From an optimization exercise on the open Yosys and OpenROAD flow, aimed at small area and a short achievable clock period; shortcuts taken in it are not production practice.
RTL that was checked went through simulation tests only; none was proved equivalent to the original.
Only the layout flow was run in runs 2 and 3; the RTL was not checked for function there.
No activity file was given, so power comes from the tool's default toggle rates.

**flow/run.sh**
```bash
#!/bin/bash
# synth_recipe.tcl (not shown) runs the flow's synth.tcl, then flattens the netlist and writes it again
# the make line also repeats each setting of config.mk as NAME=value (left out here)
make -C /OpenROAD-flow-scripts/flow DESIGN_CONFIG=/design/flow/config.mk WORK_HOME=/design/flow/orfs CLKGATE_MAP_FILE= SYNTH_SCRIPT=/design/flow/synth_recipe.tcl finish
```
**flow/config.mk**
```make
export PLATFORM = sky130hd
export DESIGN_NAME = spi_mem_target
export DESIGN_NICKNAME = spi_mem_target
export VERILOG_FILES = /design/flow/design.v
export SDC_FILE = /design/flow/constraint.sdc
export NUM_CORES = 4
export LEC_CHECK = 0
export CAP_MARGIN = 20
export CORE_MARGIN = 2
export CORE_UTILIZATION = 40
export SLEW_MARGIN = 20
```
**flow/constraint.sdc**
```tcl
create_clock -name core_clock -period 5.0 [get_ports {clk}]
set_input_delay 1.0000 -clock core_clock [delete_from_list [all_inputs] [get_ports {clk}]]
set_output_delay 1.0000 -clock core_clock [all_outputs]
set_load 0.01 [all_outputs]
```
**flow/design.v**
```verilog
module spi_mem_target #(
  parameter int ADDR_W    = 8,
  parameter int MEM_DEPTH = 256
) (
  input  logic clk,
  input  logic rst,
  input  logic spi_sck,
  input  logic spi_cs_n,
  input  logic spi_mosi,
  output logic spi_miso,
  output logic spi_miso_oe,
  output logic busy,
  output logic cmd_err
);
  typedef enum logic [2:0] {
    IDLE, CMD, ADDR, READ, WRITE, STATUS, IGNORE
  } state_t;
  function automatic int plane_k(input int b);
    case (b)
      7, 6:    plane_k = 3;
      5, 4:    plane_k = 4;
      default: plane_k = 5;
    endcase
  endfunction
  state_t      state;
  logic [1:0]  sck_sync, cs_sync, mosi_sync;
  logic        sck_prev, cs_prev;
  logic        sck_s, cs_s, mosi_s;
  logic        sck_rise, sck_fall, cs_rise, cs_fall;
  logic [2:0]  bit_cnt;
  logic [6:0]  rx_sr;
  logic [7:0]  rx_byte;
  logic        miso_bit;
  logic        byte_done;
  logic [7:0]  addr;
  logic [7:0]  addr_inc;
  logic        is_read;
  logic        mem_we;
  logic        wel;
  logic        wrote;
  logic [4:0]  ph;
  logic [7:0]  wbuf;
  logic [7:0]  waddr;
  logic        wact;
  logic [4:0]  wcnt;
  logic [7:0]  txb;
  logic        tx_bit;
  logic        c_win;
  logic [4:0]  c_sel;
  logic [1:0]  c_pos;
  logic        cand0, cand1;
  logic        first1, first2;
  assign sck_s     = sck_sync[1];
  assign cs_s      = cs_sync[1];
  assign mosi_s    = mosi_sync[1];
  assign sck_rise  = sck_s & ~sck_prev;
  assign sck_fall  = ~sck_s & sck_prev;
  assign cs_rise   = cs_s & ~cs_prev;
  assign cs_fall   = ~cs_s & cs_prev;
  assign rx_byte   = {rx_sr, mosi_s};
  assign byte_done = sck_rise && (bit_cnt == 3'd7);
  assign mem_we    = (state == WRITE) && byte_done && !cs_rise;
  assign spi_miso  = miso_bit & spi_miso_oe;
  assign addr_inc  = addr + 8'd1;
  always_ff @(posedge clk or posedge rst) begin
    if (rst) begin
      sck_sync  <= 2'b00;
      cs_sync   <= 2'b00;
      mosi_sync <= 2'b00;
      sck_prev  <= 1'b0;
      cs_prev   <= 1'b0;
    end else begin
      sck_sync  <= {sck_sync[0], spi_sck};
      cs_sync   <= {cs_sync[0], spi_cs_n};
      mosi_sync <= {mosi_sync[0], spi_mosi};
      sck_prev  <= sck_s;
      cs_prev   <= cs_s;
    end
  end
  always_ff @(posedge clk) begin
    ph <= ph + 5'd1;
    if (mem_we) begin
      wbuf  <= rx_byte;
      waddr <= addr;
      wact  <= 1'b1;
      wcnt  <= 5'd0;
    end else if (wact) begin
      wcnt <= wcnt + 5'd1;
      if (wcnt == 5'd31) begin
        wact <= 1'b0;
      end
    end
  end
  always_ff @(posedge clk) begin
    c_win  <= (state == ADDR) && (bit_cnt == 3'd7);
    c_sel  <= rx_sr[6:2];
    c_pos  <= rx_sr[1:0];
    first1 <= (state == ADDR) && byte_done;
    first2 <= first1;
  end
  for (genvar b = 0; b < 8; b++) begin : g_plane
    localparam int K = plane_k(b);
    localparam int L = 1 << K;
    localparam int R = 256 >> K;
    logic         wpos;
    logic [R-1:0] taps;
    logic [7-K:0] rsel;
    logic [K-1:0] rpos;
    logic         tap;
    logic [7:0]   tgt;
    assign wpos = wact && (ph[K-1:0] == waddr[K-1:0]);
    for (genvar r = 0; r < R; r++) begin : g_ring
      logic [L-1:0] sr;
      logic         we;
      assign we = wpos && (waddr[7:K] == r);
      always_ff @(posedge clk) begin
        sr <= {sr[L-2:0], we ? wbuf[b] : sr[L-1]};
      end
      assign taps[r] = sr[L-1];
    end
    if (b == 0) begin : g_tgt0
      assign tgt = addr;
    end else begin : g_tgtn
      assign tgt = (bit_cnt >= 3'(8 - b)) ? addr_inc : addr;
    end
    if (b == 7) begin : g_sel7
      always_ff @(posedge clk) begin
        rsel <= ((state == ADDR) && (bit_cnt == 3'd7)) ? rx_sr[6:2] : tgt[7:K];
        rpos <= tgt[K-1:0];
      end
    end else begin : g_seln
      always_ff @(posedge clk) begin
        rsel <= tgt[7:K];
        rpos <= tgt[K-1:0];
      end
    end
    assign tap = taps[rsel];
    if (b == 7) begin : g_cap7
      always_ff @(posedge clk) begin
        if (c_win && ph[2:0] == {c_pos, 1'b0}) cand0 <= tap;
        if (c_win && ph[2:0] == {c_pos, 1'b1}) cand1 <= tap;
        if (first2) begin
          txb[7] <= addr[0] ? cand1 : cand0;
        end else if (!c_win && ph[K-1:0] == rpos) begin
          txb[7] <= tap;
        end
      end
    end else begin : g_capn
      always_ff @(posedge clk) begin
        if (ph[K-1:0] == rpos) txb[b] <= tap;
      end
    end
  end
  always_comb begin
    tx_bit = 1'b0;
    if (state == READ) begin
      tx_bit = txb[~bit_cnt];
    end else if (state == STATUS) begin
      tx_bit = wel && (bit_cnt == 3'd6);
    end
  end
  always_ff @(posedge clk or posedge rst) begin
    if (rst) begin
      state       <= IDLE;
      bit_cnt     <= 3'd0;
      rx_sr       <= 7'd0;
      miso_bit    <= 1'b0;
      addr        <= 8'd0;
      is_read     <= 1'b0;
      spi_miso_oe <= 1'b0;
      busy        <= 1'b0;
      cmd_err     <= 1'b0;
      wel         <= 1'b0;
      wrote       <= 1'b0;
    end else begin
      cmd_err <= 1'b0;
      if (sck_rise) begin
        rx_sr   <= rx_byte[6:0];
        bit_cnt <= bit_cnt + 3'd1;
      end
      if (sck_fall) begin
        miso_bit <= tx_bit;
      end
      if (cs_rise) begin
        if (state == WRITE && wrote) begin
          wel <= 1'b0;
        end
        state       <= IDLE;
        spi_miso_oe <= 1'b0;
        busy        <= 1'b0;
        miso_bit    <= 1'b0;
      end else begin
        case (state)
          IDLE: begin
            if (cs_fall) begin
              state    <= CMD;
              busy     <= 1'b1;
              bit_cnt  <= 3'd0;
              miso_bit <= 1'b0;
              wrote    <= 1'b0;
            end
          end
          CMD: begin
            if (byte_done) begin
              case (rx_byte)
                8'h03: begin
                  state   <= ADDR;
                  is_read <= 1'b1;
                end
                8'h02: begin
                  if (wel) begin
                    state   <= ADDR;
                    is_read <= 1'b0;
                  end else begin
                    state   <= IGNORE;
                  end
                end
                8'h05: begin
                  state       <= STATUS;
                  spi_miso_oe <= 1'b1;
                end
                8'h06: begin
                  wel   <= 1'b1;
                  state <= IGNORE;
                end
                8'h04: begin
                  wel   <= 1'b0;
                  state <= IGNORE;
                end
                default: begin
                  state   <= IGNORE;
                  cmd_err <= 1'b1;
                end
              endcase
            end
          end
          ADDR: begin
            if (byte_done) begin
              addr <= rx_byte;
              if (is_read) begin
                state       <= READ;
                spi_miso_oe <= 1'b1;
              end else begin
                state <= WRITE;
              end
            end
          end
          READ: begin
            if (byte_done) begin
              addr <= addr_inc;
            end
          end
          WRITE: begin
            if (byte_done) begin
              addr  <= addr_inc;
              wrote <= 1'b1;
            end
          end
          STATUS: begin
          end
          IGNORE: begin
          end
          default: begin
            state <= IDLE;
          end
        endcase
      end
    end
  end
endmodule
```
==> impl_results.md, run 1 <==
- Crit Path Class: flip-flop to flip-flop
- Critical path's top delay family: simple AND/OR/NAND/NOR gates
- Register area share after synthesis: 89.1%
- Final setup fails: 0
- Post-Synthesis Cells: 2874
- Core Footprint: 123000 µm²
- Area Growth Syn to Fin: 16.9%
- Largest net degree at the start of global routing: 37
- CP peak stage delay: 760 ps
- Die height: 357 µm
- Synth warnings: 1
- Clock Latency Late Sink: 800 ps
- Filler instances: 10400
- Top-area cell type share of the netlist area: 85.7%
- CTS Buffer Depth: 3
- Post-synthesis cell type count: 62
- Setup_tns: 0 ps
- CTS tree: done
- Status: no timing/DRC/antenna violations
- Min-Delay Path Class: flip-flop to flip-flop
- Max Slew Vio Count: 0
- Placed insts: 4475
- Worst Path Required: 5670 ps
- Antenna-violating nets left: 0
- Worst-path fanout max: 13
- Post-CTS setup buffer count: 0
- Initial Utilization: 40.3%
- Drc violations: 0
- # IOs: 9
- CTS sink count: 2190
- Die area: 127000 µm²
- Num rows: 129
- Initial DRC Count: 988
- Clk slew on worst S/H paths: 60 ps
- Setup crit end kind: flip-flop
- Place WS: 2080 ps
- Initial antenna violation count: 9
- Routability congestion estimate: 0.805
- Grt total ovfl: 0
- Vias post-DR: 19400
- Vias per inst: 4.02
- Post-CTS Hold Buffers: 0
- Rel. slew slack: 27.6%
- RSZ-0062 raised after global routing: false
- Area contributors post-synth: dfxtp_1, mux2_2, dfrtp_1, edfxtp_1, mux4_2
- Nets: 3044
- Number of buffers and inverters on the critical path: 0
- Hpwl dp: 41.3 mm
- DRT Pass-1 Iters: 5
- Most used DFF post-synth: dfxtp_1
- Worst Path Arrival: 3550 ps
- Worst vdd ir: 0.000502 V
- EDFF count, synth: 26
- Synth area leader: dfxtp_1
- Syn_area_per_cell: 17.3 µm²
- Routed wire length: 68.9 mm
- Final hold violations: 0
- Pwr Density: 572 nW/µm²
- CTS H-Tree Depth: 4
- Share of layout cells above drive strength 1: 15.6%
- Worst-margin pin slew: 1080 ps
- Number of max-cap violations: 0
- Root Driver: clkbuf_16
- Static Leak: 23.2 nW
- Fin crit share: 57.5%
- Resized Gates After CTS: 0
- Setup skew after layout: 60.5 ps
- I/O Buffers: 8
- Fmax: 348 MHz
- Final cell count without fillers: 4826
- First-pass GRT wire length: 107 mm
- Fin worst setup slack: 2130 ps
- Asr flop ratio synth: 1.64%
- Inserted Clock Buffers: 188
- Routed WL per cell: 14.3 µm
- Worst Setup Start Kind: flip-flop
- Critical-path top delay cell: dfxtp_1
- Chip width: 357 µm
- Period minus WS final: 2870 ps
- Worst-path cell chain: xnor2_1 > and4_1 > nand3_2 > nor3_1 > mux2_2
- GRT Util Overall: 11.1%
- Vias in the first global route: 19200
- Syn Nets: 2890
- Synthesized flop and latch total: 2190
- Mapped Area: 49700 µm²
[sequential cells by signal (all words and copies together), names as in the netlist, 2 cells and up]
| signal | cells |
|---|---|
| bit_cnt | 3 |
| state | 3 |
| waddr | 8 |
| rx_sr | 7 |
| wcnt | 5 |
| wbuf | 8 |
| ph | 5 |
| addr | 8 |
| sck_sync | 2 |
| g_plane.rsel | 30 |
| mosi_sync | 2 |
| c_pos | 2 |
| g_plane.rpos | 34 |
| g_plane.g_ring.sr | 2048 |
| cs_sync | 2 |
| txb | 8 |
[area by class of cell]
type,count,area [µm²],share of cell area [%]
tap,1637,2050,3.52
timing repair buffer,14,140,0.241
clock buffer,269,5430,9.35
inverter,14,52.6,0.0904
sequential,2190,44300,76.2
antenna,11,27.5,0.0474
multi-input combinational,620,5170,8.89
clock inverter,71,962,1.66
[power breakdown]
part / leakage, nW / internal (W) / switching, W
clock: 3.15 / 0.00832 / 0.00611
sequential: 17.9 / 0.0177 / 0.000366
combinational: 2.22 / 0.000369 / 0.000375
[cell usage after synthesis (22+ instances only)]
cell         n
nor2_1     106
a21oi_1     22
edfxtp_1    26
xnor2_1     39
nand3_1     22
mux4_2      30
xor2_1      57
dfrtp_1     36
mux2_2     147
dfxtp_1   2128
nand2_1     35
clkbuf_1    26
[kinds of logic after synthesis]
logic type / synth area share, %
muxes: 5.11
and+or+nand+nor: 2.30
buffers and inverters: 0.534
adders and majority gates: 0.277
DFF: 89.1
AOI/OAI and AO/OA: 0.992
xor gates and xnor gates: 1.69
[metal layers]
| metal | GRT usage, % | vias up | part of all wire [%] |
|---|---|---|---|
| met3 | 2.87 | 146 | 4.1 |
| met5 | 0 | - | 0 |
| met1 | 15.5 | 9306 | 51 |
| li1 | - | 9622 | - |
| met2 | 15.9 | 310 | 42 |
| met4 | 5.31 | 0 | 2.9 |
[metrics by stage]
step | instance area, µm² | utilization [%] | hold WS (ps) | total power (W)
floorplan | 49700 | - | 310 | 0.0189
global placement | 51700 | 41.8 | 309 | 0.0192
detailed placement | 51700 | 41.9 | 312 | 0.0192
CTS | 58100 | 47.0 | 268 | 0.0337
global route | 58100 | 47.0 | 295 | 0.0345
finish | 58100 | 47.1 | 270 | 0.0333
[worst paths after layout]
path                                              from                          end  slack, ps  cells after the start
setup / recovery                                 ph[2]   g_plane[0].g_ring[3].sr[0]       2130                      5
hold / removal             g_plane[4].g_ring[9].sr[14]  g_plane[4].g_ring[9].sr[15]        270                      0
setup reg to reg                                 ph[2]   g_plane[0].g_ring[3].sr[0]       2130                      5
hold reg to reg            g_plane[4].g_ring[9].sr[14]  g_plane[4].g_ring[9].sr[15]        270                      0
max in group asynchronous                          rst                     rx_sr[5]       4070                      3
min in group asynchronous                          rst                   cs_sync[1]        610                      3
[cell usage in the layout, fill, tap and decap left out, types with 4 or more instances in the layout]
master           instances
dfxtp_1               2128
clkbuf_16              191
mux2_2                 147
nor2_1                 106
xor2_1                  57
clkbuf_1                42
xnor2_1                 39
dfrtp_1                 36
clkbuf_8                36
nand2_1                 35
clkinv_2                34
mux4_2                  30
edfxtp_1                26
a21oi_1                 22
nand3_1                 22
mux2i_1                 21
nor3_1                  20
o21ai_0                 15
inv_1                   13
bufinv_16               13
diode_2                 11
nand2b_1                11
ha_1                    11
nand4_1                  8
clkdlybuf4s50_1          8
clkinv_16                7
nor2b_1                  6
and3_1                   6
nor4_1                   5
inv_6                    5
and2_1                   4
o22ai_1                  4
o21a_1                   4
inv_16                   4
buf_4                    4
==> run 2: changes to the inputs <==
--- a/flow/design.v
+++ b/flow/design.v
@@ -39,17 +39,21 @@
   logic        wel;
   logic        wrote;
   logic [4:0]  ph;
+  logic [4:0]  ph_n;
   logic [7:0]  wbuf;
-  logic [7:0]  waddr;
   logic        wact;
+  logic        wlast;
   logic [4:0]  wcnt;
+  logic [2:0]  wpos;
+  logic [2:0]  eq_a;
+  logic [2:0]  eq_i;
   logic [7:0]  txb;
   logic        tx_bit;
   logic        c_win;
-  logic [4:0]  c_sel;
-  logic [1:0]  c_pos;
+  logic        cm0, cm1;
   logic        cand0, cand1;
   logic        first1, first2;
+  logic        cwin_n;
   assign sck_s     = sck_sync[1];
   assign cs_s      = cs_sync[1];
   assign mosi_s    = mosi_sync[1];
@@ -60,8 +64,16 @@
   assign rx_byte   = {rx_sr, mosi_s};
   assign byte_done = sck_rise && (bit_cnt == 3'd7);
   assign mem_we    = (state == WRITE) && byte_done && !cs_rise;
-  assign spi_miso  = miso_bit & spi_miso_oe;
+  assign spi_miso  = miso_bit;
   assign addr_inc  = addr + 8'd1;
+  assign ph_n      = ph + 5'd1;
+  assign cwin_n    = (state == ADDR) && (bit_cnt == 3'd7);
+  assign eq_a[0] = (ph_n[2:0] == addr[2:0]);
+  assign eq_a[1] = eq_a[0] && (ph_n[3] == addr[3]);
+  assign eq_a[2] = eq_a[1] && (ph_n[4] == addr[4]);
+  assign eq_i[0] = (ph_n[2:0] == addr_inc[2:0]);
+  assign eq_i[1] = eq_i[0] && (ph_n[3] == addr_inc[3]);
+  assign eq_i[2] = eq_i[1] && (ph_n[4] == addr_inc[4]);
   always_ff @(posedge clk or posedge rst) begin
     if (rst) begin
       sck_sync  <= 2'b00;
@@ -78,23 +90,31 @@
     end
   end
   always_ff @(posedge clk) begin
-    ph <= ph + 5'd1;
+    ph    <= ph_n;
+    wlast <= wact && (wcnt == 5'd31);
     if (mem_we) begin
-      wbuf  <= rx_byte;
-      waddr <= addr;
-      wact  <= 1'b1;
-      wcnt  <= 5'd0;
+      wbuf <= rx_byte;
+      wact <= 1'b1;
+      wcnt <= 5'd0;
     end else if (wact) begin
       wcnt <= wcnt + 5'd1;
       if (wcnt == 5'd31) begin
         wact <= 1'b0;
       end
     end
+    wpos <= wact ? eq_a : 3'b000;
   end
   always_ff @(posedge clk) begin
-    c_win  <= (state == ADDR) && (bit_cnt == 3'd7);
-    c_sel  <= rx_sr[6:2];
-    c_pos  <= rx_sr[1:0];
+    if (!cs_rise && state == ADDR && byte_done) begin
+      addr <= rx_byte;
+    end else if ((!cs_rise && state == READ && byte_done) || wlast) begin
+      addr <= addr_inc;
+    end
+  end
+  always_ff @(posedge clk) begin
+    c_win  <= cwin_n;
+    cm0    <= (ph_n[2:0] == {rx_sr[1:0], 1'b0});
+    cm1    <= (ph_n[2:0] == {rx_sr[1:0], 1'b1});
     first1 <= (state == ADDR) && byte_done;
     first2 <= first1;
   end
@@ -102,52 +122,50 @@
     localparam int K = plane_k(b);
     localparam int L = 1 << K;
     localparam int R = 256 >> K;
-    logic         wpos;
     logic [R-1:0] taps;
     logic [7-K:0] rsel;
-    logic [K-1:0] rpos;
+    logic         rmatch;
     logic         tap;
-    logic [7:0]   tgt;
-    assign wpos = wact && (ph[K-1:0] == waddr[K-1:0]);
+    logic         nxt;
     for (genvar r = 0; r < R; r++) begin : g_ring
       logic [L-1:0] sr;
       logic         we;
-      assign we = wpos && (waddr[7:K] == r);
+      assign we = wpos[K-3] && (addr[7:K] == r);
       always_ff @(posedge clk) begin
         sr <= {sr[L-2:0], we ? wbuf[b] : sr[L-1]};
       end
       assign taps[r] = sr[L-1];
     end
-    if (b == 0) begin : g_tgt0
-      assign tgt = addr;
-    end else begin : g_tgtn
-      assign tgt = (bit_cnt >= 3'(8 - b)) ? addr_inc : addr;
+    if (b == 0) begin : g_nxt0
+      assign nxt = 1'b0;
+    end else begin : g_nxtn
+      assign nxt = (bit_cnt >= 3'(8 - b));
     end
     if (b == 7) begin : g_sel7
       always_ff @(posedge clk) begin
-        rsel <= ((state == ADDR) && (bit_cnt == 3'd7)) ? rx_sr[6:2] : tgt[7:K];
-        rpos <= tgt[K-1:0];
+        rsel   <= cwin_n ? rx_sr[6:2] : (nxt ? addr_inc[7:K] : addr[7:K]);
+        rmatch <= nxt ? eq_i[K-3] : eq_a[K-3];
       end
     end else begin : g_seln
       always_ff @(posedge clk) begin
-        rsel <= tgt[7:K];
-        rpos <= tgt[K-1:0];
+        rsel   <= nxt ? addr_inc[7:K] : addr[7:K];
+        rmatch <= nxt ? eq_i[K-3] : eq_a[K-3];
       end
     end
     assign tap = taps[rsel];
     if (b == 7) begin : g_cap7
       always_ff @(posedge clk) begin
-        if (c_win && ph[2:0] == {c_pos, 1'b0}) cand0 <= tap;
-        if (c_win && ph[2:0] == {c_pos, 1'b1}) cand1 <= tap;
+        if (c_win && cm0) cand0 <= tap;
+        if (c_win && cm1) cand1 <= tap;
         if (first2) begin
           txb[7] <= addr[0] ? cand1 : cand0;
-        end else if (!c_win && ph[K-1:0] == rpos) begin
+        end else if (!c_win && rmatch) begin
           txb[7] <= tap;
         end
       end
     end else begin : g_capn
       always_ff @(posedge clk) begin
-        if (ph[K-1:0] == rpos) txb[b] <= tap;
+        if (rmatch) txb[b] <= tap;
       end
     end
   end
@@ -165,7 +183,6 @@
       bit_cnt     <= 3'd0;
       rx_sr       <= 7'd0;
       miso_bit    <= 1'b0;
-      addr        <= 8'd0;
       is_read     <= 1'b0;
       spi_miso_oe <= 1'b0;
       busy        <= 1'b0;
@@ -236,7 +253,6 @@
           end
           ADDR: begin
             if (byte_done) begin
-              addr <= rx_byte;
               if (is_read) begin
                 state       <= READ;
                 spi_miso_oe <= 1'b1;
@@ -246,13 +262,9 @@
             end
           end
           READ: begin
-            if (byte_done) begin
-              addr <= addr_inc;
-            end
           end
           WRITE: begin
             if (byte_done) begin
-              addr  <= addr_inc;
               wrote <= 1'b1;
             end
           end
--- a/flow/config.mk
+++ b/flow/config.mk
@@ -7,5 +7,8 @@
 export LEC_CHECK = 0
 export CAP_MARGIN = 20
 export CORE_MARGIN = 2
-export CORE_UTILIZATION = 40
+export CORE_UTILIZATION = 70
+export CTS_CLUSTER_DIAMETER = 100
+export CTS_CLUSTER_SIZE = 25
+export SETUP_SLACK_MARGIN = 2.8
 export SLEW_MARGIN = 20
==> run 2 against run 1 <==
Net effect: sequential power down 3%; combinational power down 33%; global-route usage up 9.8 points; routed wire length up 5.6%; critical path type is now flip-flop to output pin; clock power down 41%; design area down 9.9%.
==> impl_results.md, run 2 <==
- CTS H-Tree Depth: 3
- CTS tree: done
- Largest net degree at the start of global routing: 33
- Setup crit end kind: output pin
- Synth warnings: 1
- Period minus WS final: 2280 ps
- Top post-synthesis cells by count: dfxtp_1, mux2_2, nor2_1, nand2_1, mux4_2
- Worst-margin pin slew: 982 ps
- Final hold violations: 0
- Worst vdd ir: 0.000399 V
- Clock network fraction of total power: 32.0%
- # IOs: 9
- Top-area cell type share of the netlist area: 87.0%
- Chip width: 267 µm
- Mapped Area: 48400 µm²
- Setup skew after layout: 25.3 ps
- Most frequent cells in the layout: dfxtp_1, mux2_2, clkbuf_16, nor2_1, nand2_1
- Worst Path Required: 4000 ps
- Vias in the first global route: 19200
- Commonest non-fill, non-tap cell in the layout: dfxtp_1
- Critical path's top delay family: flip-flops
- Inserted Clock Buffers: 96
- Hpwl dp: 40.7 mm
- GRT Util Overall: 20.9%
- Crit Path Class: flip-flop to output pin
- Die area: 71300 µm²
- Grt total ovfl: 0
- Area Growth Syn to Fin: 8.07%
- Worst Setup Start Kind: flip-flop
- Asr flop ratio synth: 1.30%
- Largest registers: g_plane.g_ring.sr: 2048 flops, g_plane.rsel: 30 flops
- Rel. slew slack: 34.0%
- Critical-path top delay cell: dfrtp_2
- Biggest register: g_plane.g_ring.sr
- Most used DFF post-synth: dfxtp_1
- Combinational Power Share: 1.9%
- Status: no timing/DRC/antenna violations
- Fin crit share: 45.7%
- Register area share after synthesis: 90.1%
- Fmax: 438 MHz
- Vias per inst: 4.82
- Worst-path fanout max: 1
- Initial Utilization: 70.6%
- Min-Delay Path Class: flip-flop to flip-flop
- Post-CTS Hold Buffers: 0
- CTS sink count: 2160
- Synthesized flop and latch total: 2160
- RSZ-0062 raised after global routing: true
- I/O Buffers: 8
- Post-Synthesis Cells: 2766
- Clock Latency Late Sink: 680 ps
- Clk slew on worst S/H paths: 100 ps
- Number of max-cap violations: 0
- Max Slew Vio Count: 0
- Drc violations: 0
- Post-synthesis cell type count: 47
- Routed WL per cell: 19.1 µm
- Nets: 2871
- R2R Setup Slk: 2910 ps
- Pwr Total: 0.0265 W
- Pwr Density: 507 nW/µm²
- Share of layout cells above drive strength 1: 11.3%
- Worst Path Arrival: 1280 ps
- Area contributors post-synth: dfxtp_1, mux2_2, edfxtp_1, dfrtp_1, mux4_2
- Seq pwr share: 66.2%
- Die height: 267 µm
- Synth area leader: dfxtp_1
- Syn Nets: 2782
- Internal power: 0.0212 W
- Initial antenna violation count: 7
- CP peak stage delay: 470 ps
- Routability congestion estimate: 0.874
- Antenna-violating nets left: 0
- Worst-path cell chain: buf_6
- Net Sw Power: 0.00538 W
- CTS Buffer Depth: 3
- First-pass GRT wire length: 111 mm
- Max FFs per register: 2048
- EDFF count, synth: 26
- Num rows: 96
- Root Driver: clkbuf_16
- DRT Pass-1 Iters: 6
- Syn_area_per_cell: 17.5 µm²
- Sw Share: 20.3%
- Final setup fails: 0
- Routed wire length: 72.7 mm
- Vias post-DR: 18300
- Static Leak: 20.9 nW
- Cell with the most instances after synthesis: dfxtp_1
- Number of buffers and inverters on the critical path: 1
- Core Footprint: 68600 µm²
- Setup_tns: 0 ps
- Initial DRC Count: 1141
run 2: cell types whose count changed after synthesis, moves of 5 or more:
cell,delta
nor2b_1,+5
a21oi_1,-9
nand2_1,+19
nor3_1,-6
xnor2_1,-19
buf_1,-9
xor2_1,-30
dfrtp_1,-8
inv_1,+8
nor2_1,-31
dfxtp_1,-22
run 2: timing repair:
| item | CTS | global route |
|---|---|---|
| resized for setup | 28 | 7 |
| setup endpoints to repair | 62 | 41 |
| buffers inserted | 2 | 17 |
run 2: logic make-up after synthesis:
kind of cell	synth area share (%)
muxes	5.21
adders and majority gates	0.284
DFF	90.1
AOI/OAI and AO/OA	0.775
and+or+nand+nor	2.28
xor gates and xnor gates	0.850
buffers and inverters	0.511
run 2: area by class of cell:
type,instances,area (µm²)
clock inverters,7,138
clock buffers,106,2460
multi-input cells,544,4610
fillers,3709,16200
inverters,21,78.8
well taps,931,1160
diodes,1,2.50
flip-flops and latches,2160,43600
repair buffers,32,248
run 2: power groups by stage:
stage	registers [W]	logic, W	clock network (W)
floorplan	0.0178	0.000394	0
global placement	0.0180	0.000415	0
global route	0.0176	0.000547	0.00924
finish	0.0176	0.000500	0.00848
CTS	0.0176	0.000436	0.00869
detailed placement	0.0180	0.000433	0
run 2: through the flow:
stage                     area (µm²)  hold WS (ps)  util, %  std cells  worst slack [ps]
after floorplan                48400           310        -       2766              2920
after global placement         49600           309     72.3       3669              2540
after detailed placement       49600           312     72.3       3669              2420
after CTS                      52200           309     76.1       3784              2660
after global routing           52300           314     76.3       3801              2670
final                          52400           314     76.3       3802              2720
run 2: final timing paths:
check | from | end | cells after the start
worst max register to register | bit_cnt[1] | g_plane[7].rsel[0] | 6
worst min register to register | g_plane[5].g_ring[6].sr[12] | g_plane[5].g_ring[6].sr[13] | 0
min in group asynchronous | rst | mosi_sync[0] | 2
max in group asynchronous | rst | bit_cnt[2] | 2
worst min-delay path | g_plane[5].g_ring[6].sr[12] | g_plane[5].g_ring[6].sr[13] | 0
worst max-delay path | cmd_err | cmd_err | 1
run 2: routing by layer:
layer | GRT usage [%] | wire, µm | vias to the layer above
met5 | 0 | 0 | -
met4 | 6.45 | 2010 | 0
met3 | 3.20 | 2250 | 132
met2 | 34.7 | 35000 | 293
met1 | 28.6 | 33400 | 8941
li1 | - | - | 8947
==> run 3: changes to the inputs <==
--- a/flow/config.mk
+++ b/flow/config.mk
@@ -10,5 +10,4 @@
 export CORE_UTILIZATION = 70
 export CTS_CLUSTER_DIAMETER = 100
 export CTS_CLUSTER_SIZE = 25
-export SETUP_SLACK_MARGIN = 2.8
 export SLEW_MARGIN = 20
==> run 3 against run 2 <==
Net effect: global-route usage hardly changed; total power fell by 0.20%; synthesized cell count unchanged; largest cell class unchanged; largest power group unchanged; highest routed layer unchanged.
==> impl_results.md, run 3 <==
- Area contributors post-synth: dfxtp_1, mux2_2, edfxtp_1, dfrtp_1, mux4_2
- Synth area leader: dfxtp_1
- Dpl cell area: 49600 µm²
- Status: no timing/DRC/antenna violations
- Routed WL per cell: 19.1 µm
- Fin crit share: 54.7%
- Final setup fails: 0
- I/O Buffers: 8
- Worst vdd ir: 0.000399 V
- Register area share after synthesis: 90.1%
- Largest registers: g_plane.g_ring.sr: 2048 flops, g_plane.rsel: 30 flops
- Most used DFF post-synth: dfxtp_1
- RSZ-0062 raised after global routing: false
- Grt total ovfl: 0
- Vias per inst: 4.80
- Worst Path Required: 4000 ps
- CTS H-Tree Depth: 3
- Num rows: 96
- Asr flop ratio synth: 1.30%
- Fmax: 366 MHz
- Rel. slew slack: 34.6%
- Root Driver: clkbuf_16
- Resized Gates After CTS: 0
- Crit Path Class: flip-flop to output pin
- Share of layout cells above drive strength 1: 10.1%
- Chip width: 267 µm
- Clk slew on worst S/H paths: 100 ps
- Filler instances: 3732
- Period minus WS final: 2730 ps
- Min-Delay Path Class: flip-flop to flip-flop
- Vias in the first global route: 19200
- CTS Buffer Depth: 3
- Worst Path Arrival: 1730 ps
- Routed wire length: 72.3 mm
- Worst Setup Start Kind: flip-flop
- Post-CTS Hold Buffers: 0
- Number of max-cap violations: 0
- Hpwl dp: 40.7 mm
- Synthesized flop and latch total: 2160
- Fin worst setup slack: 2270 ps
- Post-Synthesis Cells: 2766
- Post-synthesis cell type count: 47
- Initial DRC Count: 1093
- Most frequent cells in the layout: dfxtp_1, mux2_2, clkbuf_16, nor2_1, nand2_1
- # IOs: 9
- Top-area cell type share of the netlist area: 87.0%
- Worst-path cell chain: clkdlybuf4s50_1
- Commonest non-fill, non-tap cell in the layout: dfxtp_1
- Final hold violations: 0
- Die height: 267 µm
- Place WS: 2420 ps
- Worst-margin pin slew: 980 ps
- Inserted Clock Buffers: 96
- Pwr Density: 508 nW/µm²
- Initial Utilization: 70.6%
- Nets: 2852
- GRT Util Overall: 20.8%
- CTS sink count: 2160
- Cell with the most instances after synthesis: dfxtp_1
- Post-CTS setup buffer count: 0
- Die area: 71300 µm²
- Syn_area_per_cell: 17.5 µm²
- Largest net degree at the start of global routing: 33
- Core Footprint: 68600 µm²
- Setup_tns: 0 ps
- Max FFs per register: 2048
- Critical-path top delay cell: clkdlybuf4s50_1
- Worst-path fanout max: 1
- First-pass GRT wire length: 111 mm
- CTS tree: done
- Static Leak: 20.8 nW
- Synth warnings: 1
- Area Growth Syn to Fin: 7.68%
- Biggest register: g_plane.g_ring.sr
- Setup crit end kind: output pin
- Vias post-DR: 18200
- CP peak stage delay: 590 ps
- Critical path's top delay family: buffers and inverters
- Top post-synthesis cells by count: dfxtp_1, mux2_2, nor2_1, nand2_1, mux4_2
- Number of buffers and inverters on the critical path: 1
- Clock Latency Late Sink: 690 ps
- Core Util, Final: 76.1%
- Max Slew Vio Count: 0
- EDFF count, synth: 26
- Design area: 52200 µm²
- Antenna-violating nets left: 0
- Setup skew after layout: 26.0 ps
- Hold slack: 314 ps
- Drc violations: 0
- Routability congestion estimate: 0.874
- DRT Pass-1 Iters: 5
- Initial antenna violation count: 7
- Mapped Area: 48400 µm²
- Syn Nets: 2782
==> run 3: cell counts after synthesis <==
Identical to the previous run, type by type.
==> run 3: where the power goes <==
group / switching (W) / internal [W]
logic: 0.000227 / 0.000205
registers: 0.000208 / 0.0174
clock network: 0.00493 / 0.00355
==> run 3: final timing paths <==
path | start | to | slack (ps) | cells after the start
hold reg to reg | g_plane[5].g_ring[6].sr[12] | g_plane[5].g_ring[6].sr[13] | 310 | 0
setup reg to reg | bit_cnt[1] | wbuf[4] | 2380 | 4
setup / recovery | cmd_err | cmd_err | 2270 | 1
min in group asynchronous | rst | spi_miso_oe | 720 | 2
hold / removal | g_plane[5].g_ring[6].sr[12] | g_plane[5].g_ring[6].sr[13] | 310 | 0
max in group asynchronous | rst | state[1] | 3880 | 2
==> run 3: stage by stage <==
step,power (W),instances
4_1_cts,0.0267,3782
6_report,0.0265,3784
2_1_floorplan,0.0182,2766
3_3_place_gp,0.0184,3669
3_5_place_dp,0.0184,3669
5_1_grt,0.0273,3782
==> run 3: routing by layer <==
metal  global-route usage [%]  routed length [µm]  vias to the layer above
li1                         -                   -                     8910
met1                     28.6               33500                     8862
met2                     34.7               34800                      258
met3                     3.19                2100                      132
met4                     6.30                1910                        0
met5                        0                   0                        -
==> run 3: cell type report <==
| class | instances | area (µm²) | area share (%) |
|---|---|---|---|
| Multi-Input combinational cell | 544 | 4560 | 8.73 |
| Sequential cell | 2160 | 43600 | 83.7 |
| Inverter | 21 | 78.8 | 0.151 |
| Tap cell | 931 | 1160 | 2.23 |
| Antenna cell | 2 | 5.00 | 0.00959 |
| Clock inverter | 7 | 138 | 0.264 |
| Clock buffer | 106 | 2460 | 4.72 |
| Timing Repair Buffer | 13 | 118 | 0.225 |
==> run 3: logic make-up after synthesis <==
family / share of synthesized area, %
AOI/OAI and AO/OA: 0.775
xor gates and xnor gates: 0.850
adders and majority gates: 0.284
buffers and inverters: 0.511
DFF: 90.1
muxes: 5.21
and+or+nand+nor: 2.28
==> run 4: changes to the inputs <==
--- a/flow/design.v
+++ b/flow/design.v
@@ -46,7 +46,10 @@
   logic [4:0]  wcnt;
   logic [2:0]  wpos;
   logic [2:0]  eq_a;
-  logic [2:0]  eq_i;
+  logic        eq_i;
+  logic [2:0]  rm;
+  logic [4:0]  rsel7;
+  logic        rm7;
   logic [7:0]  txb;
   logic        tx_bit;
   logic        c_win;
@@ -71,9 +74,7 @@
   assign eq_a[0] = (ph_n[2:0] == addr[2:0]);
   assign eq_a[1] = eq_a[0] && (ph_n[3] == addr[3]);
   assign eq_a[2] = eq_a[1] && (ph_n[4] == addr[4]);
-  assign eq_i[0] = (ph_n[2:0] == addr_inc[2:0]);
-  assign eq_i[1] = eq_i[0] && (ph_n[3] == addr_inc[3]);
-  assign eq_i[2] = eq_i[1] && (ph_n[4] == addr_inc[4]);
+  assign eq_i    = (ph_n[2:0] == addr_inc[2:0]);
   always_ff @(posedge clk or posedge rst) begin
     if (rst) begin
       sck_sync  <= 2'b00;
@@ -118,15 +119,17 @@
     first1 <= (state == ADDR) && byte_done;
     first2 <= first1;
   end
+  always_ff @(posedge clk) begin
+    rm    <= eq_a;
+    rsel7 <= cwin_n ? rx_sr[6:2] : addr_inc[7:3];
+    rm7   <= eq_i && (bit_cnt != 3'd0);
+  end
   for (genvar b = 0; b < 8; b++) begin : g_plane
     localparam int K = plane_k(b);
     localparam int L = 1 << K;
     localparam int R = 256 >> K;
     logic [R-1:0] taps;
-    logic [7-K:0] rsel;
-    logic         rmatch;
     logic         tap;
-    logic         nxt;
     for (genvar r = 0; r < R; r++) begin : g_ring
       logic [L-1:0] sr;
       logic         we;
@@ -136,36 +139,21 @@
       end
       assign taps[r] = sr[L-1];
     end
-    if (b == 0) begin : g_nxt0
-      assign nxt = 1'b0;
-    end else begin : g_nxtn
-      assign nxt = (bit_cnt >= 3'(8 - b));
-    end
-    if (b == 7) begin : g_sel7
-      always_ff @(posedge clk) begin
-        rsel   <= cwin_n ? rx_sr[6:2] : (nxt ? addr_inc[7:K] : addr[7:K]);
-        rmatch <= nxt ? eq_i[K-3] : eq_a[K-3];
-      end
-    end else begin : g_seln
-      always_ff @(posedge clk) begin
-        rsel   <= nxt ? addr_inc[7:K] : addr[7:K];
-        rmatch <= nxt ? eq_i[K-3] : eq_a[K-3];
-      end
-    end
-    assign tap = taps[rsel];
     if (b == 7) begin : g_cap7
+      assign tap = taps[rsel7];
       always_ff @(posedge clk) begin
         if (c_win && cm0) cand0 <= tap;
         if (c_win && cm1) cand1 <= tap;
         if (first2) begin
           txb[7] <= addr[0] ? cand1 : cand0;
-        end else if (!c_win && rmatch) begin
+        end else if (!c_win && rm7) begin
           txb[7] <= tap;
         end
       end
     end else begin : g_capn
+      assign tap = taps[addr[7:K]];
       always_ff @(posedge clk) begin
-        if (rmatch) txb[b] <= tap;
+        if (rm[K-3]) txb[b] <= tap;
       end
     end
   end
--- a/flow/config.mk
+++ b/flow/config.mk
@@ -7,7 +7,8 @@
 export LEC_CHECK = 0
 export CAP_MARGIN = 20
 export CORE_MARGIN = 2
-export CORE_UTILIZATION = 70
-export CTS_CLUSTER_DIAMETER = 100
-export CTS_CLUSTER_SIZE = 25
+export CORE_UTILIZATION = 80
+export CTS_CLUSTER_DIAMETER = 80
+export CTS_CLUSTER_SIZE = 30
+export SETUP_SLACK_MARGIN = 2.9
 export SLEW_MARGIN = 20
==> run 4 against run 3 <==
Net effect: the run now fails in 4_1_cts; synthesized cell count decreased by 3.8%; area after synthesis decreased by 2.1%.
==> impl_results.md, run 4 <==
- Initial Utilization: 80.6%
- Resized Gates After CTS: 44
- Inserted Clock Buffers: 81
- Routability congestion estimate: 0.841
- Post-synthesis cell type count: 49
- I/O Buffers: 8
- Most used DFF post-synth: dfxtp_1
- Num rows: 89
- Cell with the most instances after synthesis: dfxtp_1
- EDFF count, synth: 26
- CTS H-Tree Depth: 3
- Area contributors post-synth: dfxtp_1, mux2_2, edfxtp_1, dfrtp_1, mux4_2
- Top-area cell type share of the netlist area: 87.7%
- Chip width: 247 µm
- Hpwl dp: 45.4 mm
- Post-CTS Hold Buffers: 0
- Post-CTS setup buffer count: 19
- Syn_area_per_cell: 17.8 µm²
- Die height: 247 µm
- Mapped Area: 47400 µm²
- Synth area leader: dfxtp_1
- Register area share after synthesis: 90.8%
- Status: did not finish
- Asr flop ratio synth: 1.31%
- Last step reached: 4_1_cts
- Dpl cell area: 48300 µm²
- Top post-synthesis cells by count: dfxtp_1, mux2_2, nor2_1, nand2_1, clkbuf_1
- # IOs: 9
- Synthesized flop and latch total: 2131
- CTS Buffer Depth: 3
- Syn Nets: 2675
- Post-Synthesis Cells: 2660
- CTS sink count: 2131
- Root Driver: clkbuf_16
- Synth warnings: 1
- Err: [ERROR DPL-0033] detailed placement checks failed during check placement.
- Place WS: 2370 ps
==> run 4: cell types whose count changed after synthesis, sizes merged, moves of 3 or more <==
cell | previous run | this run
xor2 | 27 | 9
nand3 | 18 | 12
dfxtp | 2106 | 2077
and3 | 5 | 8
mux2i | 24 | 21
a31oi | 3 | 0
nand2 | 54 | 32
inv | 21 | 16
or3 | 3 | 6
a21oi | 13 | 19
xnor2 | 20 | 13
o21ai | 20 | 7
nor2 | 75 | 60
==> run 4: power by group through the flow <==
stage                     Clock [W]  Combinational [W]  Sequential [W]
after detailed placement          0           0.000349          0.0176
after global placement            0           0.000288          0.0176
after floorplan                   0           0.000276          0.0175
==> run 4: metrics by stage <==
stage,total power (W),util [%],std cells,hold WS (ps)
3_5_place_dp,0.0180,82.2,3404,312
3_3_place_gp,0.0179,82.2,3404,309
2_1_floorplan,0.0178,-,2660,310
==> run 4: cells by family after synthesis <==
logic type                 Yosys count  synth area share (%)
adders and majority gates           10                 0.264
DFF                               2131                  90.8
buffers and inverters               58                 0.491
muxes                              193                  5.19
xor gates and xnor gates            22                 0.407
and+or+nand+nor                    192                  2.04
AOI/OAI and AO/OA                   54                 0.763
==> run 4: worst max path at each step <==
| stage | startpoint | end | slack (ps) | cells past startpoint |
|---|---|---|---|---|
| 3_5_place_dp | addr[3] | txb[6] | 2370 | 3 |
| 3_3_place_gp | addr[4] | txb[6] | 2480 | 4 |
| 2_1_floorplan | addr[3] | txb[6] | 2910 | 4 |
==> run 5: changes to the inputs <==
--- a/flow/config.mk
+++ b/flow/config.mk
@@ -7,8 +7,9 @@
 export LEC_CHECK = 0
 export CAP_MARGIN = 20
 export CORE_MARGIN = 2
-export CORE_UTILIZATION = 80
+export CORE_UTILIZATION = 72
+export CTS_BUF_LIST = sky130_fd_sc_hd__clkbuf_8 sky130_fd_sc_hd__clkbuf_16
 export CTS_CLUSTER_DIAMETER = 80
-export CTS_CLUSTER_SIZE = 30
-export SETUP_SLACK_MARGIN = 2.9
+export CTS_CLUSTER_SIZE = 20
+export SETUP_SLACK_MARGIN = 2.8
 export SLEW_MARGIN = 20
==> run 5 against run 4 <==
Net effect: now clean on timing, DRC and antenna; area after synthesis is the same; synthesized cell count unchanged.
==> impl_results.md, run 5 <==
- Mux cell area share after synthesis: 5.19%
- Drc violations: 0
- Combinational family with the most area after synthesis: multiplexers
- Mapped Area: 47400 µm²
- # IOs: 9
- Worst Path Required: 4000 ps
- Top-area cell type share of the netlist area: 87.7%
- Syn Nets: 2675
- Vias post-DR: 17900
- Die height: 261 µm
- EDFF count, synth: 26
- Root Driver: clkbuf_16
- Setup_tns: 0 ps
- Largest net degree at the start of global routing: 35
- Synth area leader: dfxtp_1
- Worst reg2reg path depth: 7
- Chip width: 261 µm
- Max FFs per register: 2048
- Static Leak: 20.7 nW
- Period minus WS final: 2230 ps
- Syn_area_per_cell: 17.8 µm²
- Area Growth Syn to Fin: 9.00%
- R2R Setup Slk: 2790 ps
- Clock Latency Late Sink: 680 ps
- Fmax: 447 MHz
- Max Slew Vio Count: 0
- Filler instances: 3397
- Final setup fails: 0
- CP peak stage delay: 400 ps
- RSZ-0062 raised after global routing: true
- Setup skew after layout: 16.6 ps
- Antenna-violating nets left: 0
- WP depth: 1
- Min-Delay Path Class: flip-flop to flip-flop
- CTS sink count: 2131
- Crit Path Class: flip-flop to output pin
- GRT Util Overall: 20.6%
- Top post-synthesis cells by count: dfxtp_1, mux2_2, nor2_1, nand2_1, clkbuf_1
- Vias per inst: 4.91
- Routed WL per cell: 18.8 µm
- Synth warnings: 1
- Initial antenna violation count: 1
- Worst vdd ir: 0.000459 V
- Post-CTS Hold Buffers: 0
- Worst-margin pin slew: 663 ps
- Setup crit end kind: output pin
- Worst-path cell chain: buf_2
- Number of max-cap violations: 0
- Post-Synthesis Cells: 2660
- Critical-path top delay cell: dfrtp_1
- Initial DRC Count: 1037
- Routed wire length: 68.4 mm
- Core Footprint: 65500 µm²
- Grt total ovfl: 0
- CP endpoint: spi_miso
- Most frequent cells in the layout: dfxtp_1, mux2_2, clkbuf_16, nor2_1, nand2_1
- Routability congestion estimate: 0.818
- Final hold violations: 0
- Status: no timing/DRC/antenna violations
- Synth Area in Compound Gates: 0.763%
- CTS tree: done
- Commonest non-fill, non-tap cell in the layout: dfxtp_1
- FF-to-FF End: is_read
- First-pass GRT wire length: 106 mm
- Multi-input gate area: 4150 µm²
- Post-synthesis cell type count: 49
- Adder-Cell Fraction of Synth Area: 0.264%
- Antenna cells: 0
- Worst hold start: g_plane[7].g_ring[25].sr[6]
- Post-Synth XOR/XNOR Area: 0.406%
- Worst Path Arrival: 1230 ps
- Rel. slew slack: 55.7%
- Post-Synth Simple-Gate Area: 2.04%
- Inserted Clock Buffers: 116
- Critical path's top delay family: flip-flops
- Hpwl dp: 37.0 mm
- CTS Buffer Depth: 3
- Most used DFF post-synth: dfxtp_1
- Number of buffers and inverters on the critical path: 1
- Worst-path fanout max: 2
- Pwr Density: 517 nW/µm²
- Reg area: 43100 µm²
- Vias in the first global route: 18900
- Register area share after synthesis: 90.8%
- Die area: 67900 µm²
- Area contributors post-synth: dfxtp_1, mux2_2, edfxtp_1, dfrtp_1, mux4_2
- Biggest register: g_plane.g_ring.sr
- Initial Utilization: 72.4%
- CTS H-Tree Depth: 3
- DRT Pass-1 Iters: 6
- Num rows: 94
- Hold slack: 323 ps
- Clk slew on worst S/H paths: 80 ps
- Worst r2r src: bit_cnt[1]
- Worst Setup Start Kind: flip-flop
- Cell with the most instances after synthesis: dfxtp_1
- Synthesized flop and latch total: 2131
- Nets: 2780
- I/O Buffers: 8
- Worst Setup SP: miso_bit
- Share of layout cells above drive strength 1: 12.0%
- Fin crit share: 44.7%
- Asr flop ratio synth: 1.31%
run 5: routing by layer:
metal	up-vias	share of wire (%)	routed length, µm	GRT usage [%]
met5	-	0	0	0
met4	0	2.9	2010	7.13
met3	159	3.3	2250	2.86
met2	340	48	32900	34.4
met1	8742	46	31200	28.1
li1	8676	-	-	-
run 5: area by class of cell:
class | instances | share of cell area (%)
multi-input cells | 471 | 8.04
inverters | 16 | 0.116
well taps | 864 | 2.09
clock buffers | 118 | 5.71
clock inverters | 17 | 0.213
repair buffers | 29 | 0.477
flip-flops and latches | 2131 | 83.3
run 5: kinds of logic after synthesis:
kind of cell    Yosys count
xor+xnor                 22
mux                     193
flops                  2131
fa+ha+maj                10
buf+inv                  58
simple gates            192
compound gates           54
run 5: timing repair:
action,in CTS,in global routing
setup endpoints to repair,89,16
setup buffers,9,5
pin swaps,1,1
resized for setup,19,10
run 5: through the flow:
step                power (W)  worst slack (ps)  cell area [µm²]  utilization [%]  instances
global route           0.0276              2710            51700             78.9       3646
floorplan              0.0178              2910            47400                -       2660
global placement       0.0179              2450            48400             74.0       3497
CTS                    0.0269              2570            51600             78.8       3641
finish                 0.0267              2770            51700             78.9       3646
detailed placement     0.0179              2370            48400             74.0       3497
run 5: worst min path at each step:
stage / to / depth (start not counted)
finish: g_plane[7].g_ring[25].sr[7] / 0
floorplan: first2 / 0
detailed placement: g_plane[1].g_ring[3].sr[15] / 0
global route: g_plane[5].g_ring[10].sr[7] / 0
CTS: g_plane[7].g_ring[4].sr[3] / 0
global placement: g_plane[6].g_ring[9].sr[4] / 0
run 5: power by group:
group          leakage [nW]  internal (W)  total, W  switching, W
Sequential             17.3        0.0171    0.0172      0.000136
Combinational          1.86      0.000171  0.000375      0.000204
Clock                  1.55       0.00421   0.00914       0.00494
Total                  20.7        0.0214    0.0267       0.00528
==> run 6: changes to the inputs <==
--- a/flow/config.mk
+++ b/flow/config.mk
@@ -8,8 +8,8 @@
 export CAP_MARGIN = 20
 export CORE_MARGIN = 2
 export CORE_UTILIZATION = 72
-export CTS_BUF_LIST = sky130_fd_sc_hd__clkbuf_8 sky130_fd_sc_hd__clkbuf_16
+export CTS_BUF_LIST = sky130_fd_sc_hd__clkbuf_8
 export CTS_CLUSTER_DIAMETER = 80
-export CTS_CLUSTER_SIZE = 20
+export CTS_CLUSTER_SIZE = 18
 export SETUP_SLACK_MARGIN = 2.8
 export SLEW_MARGIN = 20
==> run 6 against run 5 <==
Net effect: routed wire length fell by 11%; clock skew up 13 ps; cell count grew 0.71%; worst hold slack lost 17 ps; register-to-register slack barely moved; highest routed layer unchanged.
==> impl_results.md, run 6 <==
- Dpl cell area: 48400 µm²
- Wl on met1: 29.9 mm
- Status: no timing/DRC/antenna violations
- CTS sink count: 2131
- Design area: 50700 µm²
- Syn Nets: 2675
- Routability congestion estimate: 0.818
- Final setup fails: 0
- Die area: 67900 µm²
- Crit Path Class: flip-flop to output pin
- Critical-path top delay cell: dfrtp_1
- Post-CTS Hold Buffers: 0
- Hpwl dp: 37.0 mm
- GRT Util Overall: 18.3%
- Syn_area_per_cell: 17.8 µm²
- Place WS: 2370 ps
- Clock Latency Late Sink: 780 ps
- Most used DFF post-synth: dfxtp_1
- Commonest non-fill, non-tap cell in the layout: dfxtp_1
- Max Slew Vio Count: 0
- Biggest register: g_plane.g_ring.sr
- Synth warnings: 1
- Static Leak: 20.3 nW
- Routed wire length: 60.7 mm
- Antenna cells: 0
- Synth area leader: dfxtp_1
- Top post-synthesis cells by count: dfxtp_1, mux2_2, nor2_1, nand2_1, clkbuf_1
- Worst Path Required: 4000 ps
- Post-synthesis cell type count: 49
- Core Footprint: 65500 µm²
- Drc violations: 0
- Min-Delay Path Class: flip-flop to flip-flop
- Fin worst setup slack: 2680 ps
- Antenna-violating nets left: 0
- Vias post-DR: 17600
- I/O Buffers: 8
- Hold slack: 306 ps
- Nets: 2798
- Die height: 261 µm
- Worst vdd ir: 0.000365 V
- Area contributors post-synth: dfxtp_1, mux2_2, edfxtp_1, dfrtp_1, mux4_2
- Pwr Density: 488 nW/µm²
- Met3 WL post-DR: 2.33 mm
- Worst-margin pin slew: 696 ps
- Top-area cell type share of the netlist area: 87.7%
- Max FFs per register: 2048
- CTS H-Tree Depth: 4
- Asr flop ratio synth: 1.31%
- Area Growth Syn to Fin: 6.86%
- Fin crit share: 46.4%
- Setup_tns: 0 ps
- DR top layer: met4
- Number of buffers and inverters on the critical path: 1
- Share of layout cells above drive strength 1: 12.7%
- # IOs: 9
- Period minus WS final: 2320 ps
- Vias per inst: 4.79
- Most frequent cells in the layout: dfxtp_1, mux2_2, clkbuf_8, nor2_1, nand2_1
- Clk slew on worst S/H paths: 100 ps
- Final hold violations: 0
- Largest net degree at the start of global routing: 35
- Setup skew after layout: 29.3 ps
- Worst-path fanout max: 2
- Cell with the most instances after synthesis: dfxtp_1
- Routed WL per cell: 16.5 µm
- Initial Utilization: 72.4%
- CTS Buffer Depth: 3
- Chip width: 261 µm
- CTS tree: done
- Grt total ovfl: 0
- RSZ-0062 raised after global routing: true
- Num rows: 94
- Register area share after synthesis: 90.8%
- Initial DRC Count: 878
- Fmax: 431 MHz
- Post-Synthesis Cells: 2660
- Vias in the first global route: 17700
- Number of max-cap violations: 0
- DRT Pass-1 Iters: 6
- Worst-path cell chain: buf_2
- Mapped Area: 47400 µm²
- First-pass GRT wire length: 93.8 mm
- Worst Path Arrival: 1320 ps
- EDFF count, synth: 26
- Critical path's top delay family: flip-flops
- Worst Setup Start Kind: flip-flop
- Root Driver: clkbuf_8
- CP peak stage delay: 400 ps
- Synthesized flop and latch total: 2131
- Inserted Clock Buffers: 136
- Initial antenna violation count: 2
- Rel. slew slack: 53.5%
- Setup crit end kind: output pin
- Met2 routed WL: 26.6 mm
==> run 6: metal layers <==
layer | up-vias | global-route usage (%)
li1 | 8704 | -
met1 | 8437 | 26.0
met2 | 326 | 27.7
met3 | 140 | 3.88
met4 | 0 | 7.79
met5 | - | 0
==> run 6: cells by family (layout without fill, tap and decap cells) <==
logic type	Yosys count	after routing	synth area share (%)
AOI/OAI and AO/OA	54	54	0.763
adders and majority gates	10	10	0.264
and+or+nand+nor	192	192	2.04
DFF	2131	2131	90.8
buffers and inverters	58	206	0.491
xor gates and xnor gates	22	22	0.407
muxes	193	193	5.19
==> run 6: final timing paths <==
check                                           start                          to  slack [ps]  cells past startpoint
min reg2reg                g_plane[1].g_ring[0].sr[4]  g_plane[1].g_ring[0].sr[5]         310                      0
max reg2reg                                  rsel7[2]                      txb[7]        2780                      5
max                                              busy                        busy        2680                      1
min                        g_plane[1].g_ring[0].sr[4]  g_plane[1].g_ring[0].sr[5]         310                      0
min in group asynchronous                         rst                    state[1]         620                      2
max in group asynchronous                         rst                  bit_cnt[1]        3940                      2
==> run 6: stage by stage <==
step | utilization, % | instances | total power [W]
global placement | 74.0 | 3497 | 0.0179
detailed placement | 74.0 | 3497 | 0.0179
floorplan | - | 2660 | 0.0178
finish | 77.3 | 3672 | 0.0247
CTS | 77.2 | 3668 | 0.0250
global route | 77.3 | 3672 | 0.0256
==> run 6: area by class of cell <==
cell class                      instances  area [µm²]
Inverter                               16        60.1
Fill cell                            3633       14900
Clock buffer                          139        1910
Timing Repair Buffer                   27         244
Clock inverter                         24         141
Tap cell                              864        1080
Sequential cell                      2131       43100
Multi-Input combinational cell        471        4150
==> run 6: power by group <==
group | switching (W) | internal, W | leakage (nW)
clock network | 0.00459 | 0.00256 | 1.11
logic | 0.000196 | 0.000170 | 1.84
registers | 0.000136 | 0.0171 | 17.3
total | 0.00492 | 0.0198 | 20.3
==> run 6: timing repair <==
item / CTS / global route
hold endpoints to repair: 0 / 0
resized for setup: 22 / 6
buffers inserted: 8 / 4
pin swaps: 1 / 1
setup endpoints to repair: 85 / 15
==> run 7: changes to the inputs <==
--- a/flow/config.mk
+++ b/flow/config.mk
@@ -7,9 +7,8 @@
 export LEC_CHECK = 0
 export CAP_MARGIN = 20
 export CORE_MARGIN = 2
-export CORE_UTILIZATION = 72
-export CTS_BUF_LIST = sky130_fd_sc_hd__clkbuf_8
-export CTS_CLUSTER_DIAMETER = 80
-export CTS_CLUSTER_SIZE = 18
+export CORE_UTILIZATION = 70
+export CTS_CLUSTER_DIAMETER = 100
+export CTS_CLUSTER_SIZE = 25
 export SETUP_SLACK_MARGIN = 2.8
 export SLEW_MARGIN = 20
==> run 7 against run 6 <==
Net effect: utilization is 1.1 points lower; critical path depth stayed put; count of clock-buffer cells in the layout is 30 lower; die area is 2.8% higher; sequential power hardly changed; sequential share of layout area is 0.85 points lower; non-clock buffer count is 1 higher; still clean on timing, DRC and antenna; largest cell class unchanged; cell count is 1.1% lower; global-route usage is 0.13 points lower; combinational power is 5% lower; maximum frequency is 5.3% higher; worst hold slack better by 16 ps.
==> impl_results.md, run 7 <==
- Worst vdd ir: 0.000386 V
- Drc violations: 0
- Setup_tns: 0 ps
- Min-Delay Path Class: flip-flop to flip-flop
- Synth area leader: dfxtp_1
- Status: no timing/DRC/antenna violations
- Number of buffers and inverters on the critical path: 1
- CTS sink count: 2131
- Final setup fails: 0
- Biggest register: g_plane.g_ring.sr
- Filler instances: 3818
- Worst reg2reg path depth: 5
- Asr flop ratio synth: 1.31%
- Chip width: 264 µm
- Routed WL per cell: 17.1 µm
- DRT Pass-1 Iters: 5
- Commonest non-fill, non-tap cell in the layout: dfxtp_1
- Max FFs per register: 2048
- Top-area cell type share of the netlist area: 87.7%
- Vias per inst: 4.79
- Share of layout cells above drive strength 1: 11.3%
- Setup crit end kind: output pin
- CP endpoint: spi_miso
- Max Slew Vio Count: 0
- Fin crit share: 44.0%
- Crit Path Class: flip-flop to output pin
- Setup skew after layout: 16.5 ps
- Adder-Cell Fraction of Synth Area: 0.264%
- Most frequent cells in the layout: dfxtp_1, mux2_2, clkbuf_16, nor2_1, nand2_1
- First-pass GRT wire length: 97.3 mm
- Critical-path top delay cell: dfrtp_1
- WP depth: 1
- Worst-margin pin slew: 684 ps
- Post-synthesis cell type count: 49
- Area contributors post-synth: dfxtp_1, mux2_2, edfxtp_1, dfrtp_1, mux4_2
- FF-to-FF End: addr[1]
- R2R Setup Slk: 2870 ps
- Pwr Density: 504 nW/µm²
- Synthesized flop and latch total: 2131
- Mapped Area: 47400 µm²
- CTS H-Tree Depth: 3
- Antenna-violating nets left: 0
- Routed wire length: 62.2 mm
- Core Footprint: 67200 µm²
- Mux cell area share after synthesis: 5.19%
- Largest net degree at the start of global routing: 29
- Number of max-cap violations: 0
- Rel. slew slack: 54.4%
- Grt total ovfl: 0
- Combinational family with the most area after synthesis: multiplexers
- Synth Area in Compound Gates: 0.763%
- Worst-path cell chain: buf_2
- Cell with the most instances after synthesis: dfxtp_1
- Worst Setup SP: miso_bit
- Post-Synth XOR/XNOR Area: 0.406%
- Worst r2r src: bit_cnt[0]
- # IOs: 9
- Fmax: 454 MHz
- Syn Nets: 2675
- Initial Utilization: 70.6%
- Initial DRC Count: 848
- CTS tree: done
- Area Growth Syn to Fin: 7.95%
- Hpwl dp: 37.0 mm
- Synth warnings: 1
- Clock Latency Late Sink: 660 ps
- Period minus WS final: 2200 ps
- I/O Buffers: 8
- Final hold violations: 0
- Initial antenna violation count: 2
- Num rows: 95
- Clk slew on worst S/H paths: 100 ps
- Worst Path Required: 4000 ps
- Syn_area_per_cell: 17.8 µm²
- Critical path's top delay family: flip-flops
- Top post-synthesis cells by count: dfxtp_1, mux2_2, nor2_1, nand2_1, clkbuf_1
- RSZ-0062 raised after global routing: true
- Nets: 2758
- Root Driver: clkbuf_16
- Vias in the first global route: 17700
- Register area share after synthesis: 90.8%
- Routability congestion estimate: 0.861
- CP peak stage delay: 400 ps
- Post-Synthesis Cells: 2660
- GRT Util Overall: 18.2%
- Die area: 69800 µm²
- Core Util, Final: 76.2%
- Post-Synth Simple-Gate Area: 2.04%
- CTS Buffer Depth: 3
- Worst Path Arrival: 1200 ps
- Die height: 264 µm
- Worst-path fanout max: 2
- Worst Setup Start Kind: flip-flop
- EDFF count, synth: 26
- Vias post-DR: 17400
- Static Leak: 20.4 nW
- Most used DFF post-synth: dfxtp_1
- Inserted Clock Buffers: 95
run 7: timing repair:
item / in CTS / in global routing
pin swaps: 1 / 1
endpoints found under the setup margin: 121 / 17
hold buffers: 0 / 0
setup buffers: 11 / 3
gates resized for setup: 25 / 6
run 7: worst min-delay path by stage:
stage	cells after the start	endpoint	start	slack, ps
after floorplan	0	first2	first1	310
after global placement	0	g_plane[7].g_ring[4].sr[4]	g_plane[7].g_ring[4].sr[3]	310
after detailed placement	0	g_plane[0].g_ring[6].sr[23]	g_plane[0].g_ring[6].sr[22]	310
after CTS	0	g_plane[6].g_ring[18].sr[5]	g_plane[6].g_ring[18].sr[4]	320
after global routing	0	g_plane[5].g_ring[5].sr[5]	g_plane[5].g_ring[5].sr[4]	320
final	0	g_plane[5].g_ring[5].sr[5]	g_plane[5].g_ring[5].sr[4]	320
run 7: layout make-up:
| type | count | area (µm²) | area share (%) |
|---|---|---|---|
| multi-input combinational | 471 | 4160 | 8.12 |
| sequential | 2131 | 43100 | 84.2 |
| tap | 873 | 1090 | 2.13 |
| antenna | 1 | 2.50 | 0.00489 |
| timing repair buffer | 28 | 239 | 0.467 |
| inverter | 16 | 60.1 | 0.117 |
| clock buffer | 109 | 2490 | 4.87 |
| clock inverter | 3 | 56.3 | 0.110 |
run 7: cells by family (layout without fill, tap and decap cells):
| group | Yosys count | in the layout |
|---|---|---|
| flops | 2131 | 2131 |
| mux | 193 | 193 |
| simple gates | 192 | 192 |
| buf+inv | 58 | 156 |
| compound gates | 54 | 54 |
| xor+xnor | 22 | 22 |
| fa+ha+maj | 10 | 10 |
| other cells | 0 | 1 |
run 7: per-stage QoR:
| stage | power [W] | worst slack [ps] | std cells | instance area [µm²] | hold slack, ps |
|---|---|---|---|---|---|
| floorplan | 0.0178 | 2910 | 2660 | 47400 | 310 |
| global placement | 0.0179 | 2420 | 3505 | 48500 | 310 |
| detailed placement | 0.0179 | 2310 | 3505 | 48500 | 312 |
| CTS | 0.0260 | 2750 | 3628 | 51100 | 317 |
| global route | 0.0266 | 2730 | 3631 | 51200 | 324 |
| finish | 0.0258 | 2800 | 3632 | 51200 | 322 |
run 7: where the power goes:
group,switching [W],internal [W]
logic,0.000181,0.000167
clock network,0.00468,0.00356
registers,0.000145,0.0171
total,0.00501,0.0208
run 7: routing by layer:
metal | track usage, % | share of wire, %
met4 | 6.42 | 3.3
met5 | 0 | 0.047
met2 | 28.2 | 44
met1 | 26.1 | 50
met3 | 3.17 | 3.2

==> re-timing with driven ports <==
Ports are ideal in the flow. The routed layouts listed here were re-timed in OpenROAD.
Step 1 (the two cells are an assumption about what drives the block):
set clk [get_ports {clk}]
set_driving_cell -lib_cell sky130_fd_sc_hd__clkbuf_16 $clk
set_driving_cell -lib_cell sky130_fd_sc_hd__buf_2 [delete_from_list [all_inputs] $clk]
Step 2 moves the port delays by t, midway between the first and last clock arrival at a register: inputs arrive t later, outputs are due t later. That takes back most of the time a late clock gives input paths.
Three values: ideal, step 1, step 2; two values: the first two.
run | t (ns) | slack for setup (ns) | worst data-port slew with drivers (ns)
run 1 | 0.836 | 2.125 / 2.101 / 2.125 | 0.03
run 2 | 0.736 | 2.715 / 2.649 / 2.911 | 0.04
run 3 | 0.737 | 2.267 / 2.201 / 2.383 | 0.04
run 5 | 0.735 | 2.765 / 2.705 / 2.791 | 0.03
run 6 | 0.827 | 2.681 / 2.626 / 2.784 | 0.03
run 7 | 0.712 | 2.798 / 2.737 / 2.872 | 0.04
After both steps setup and hold are still met in every run listed.
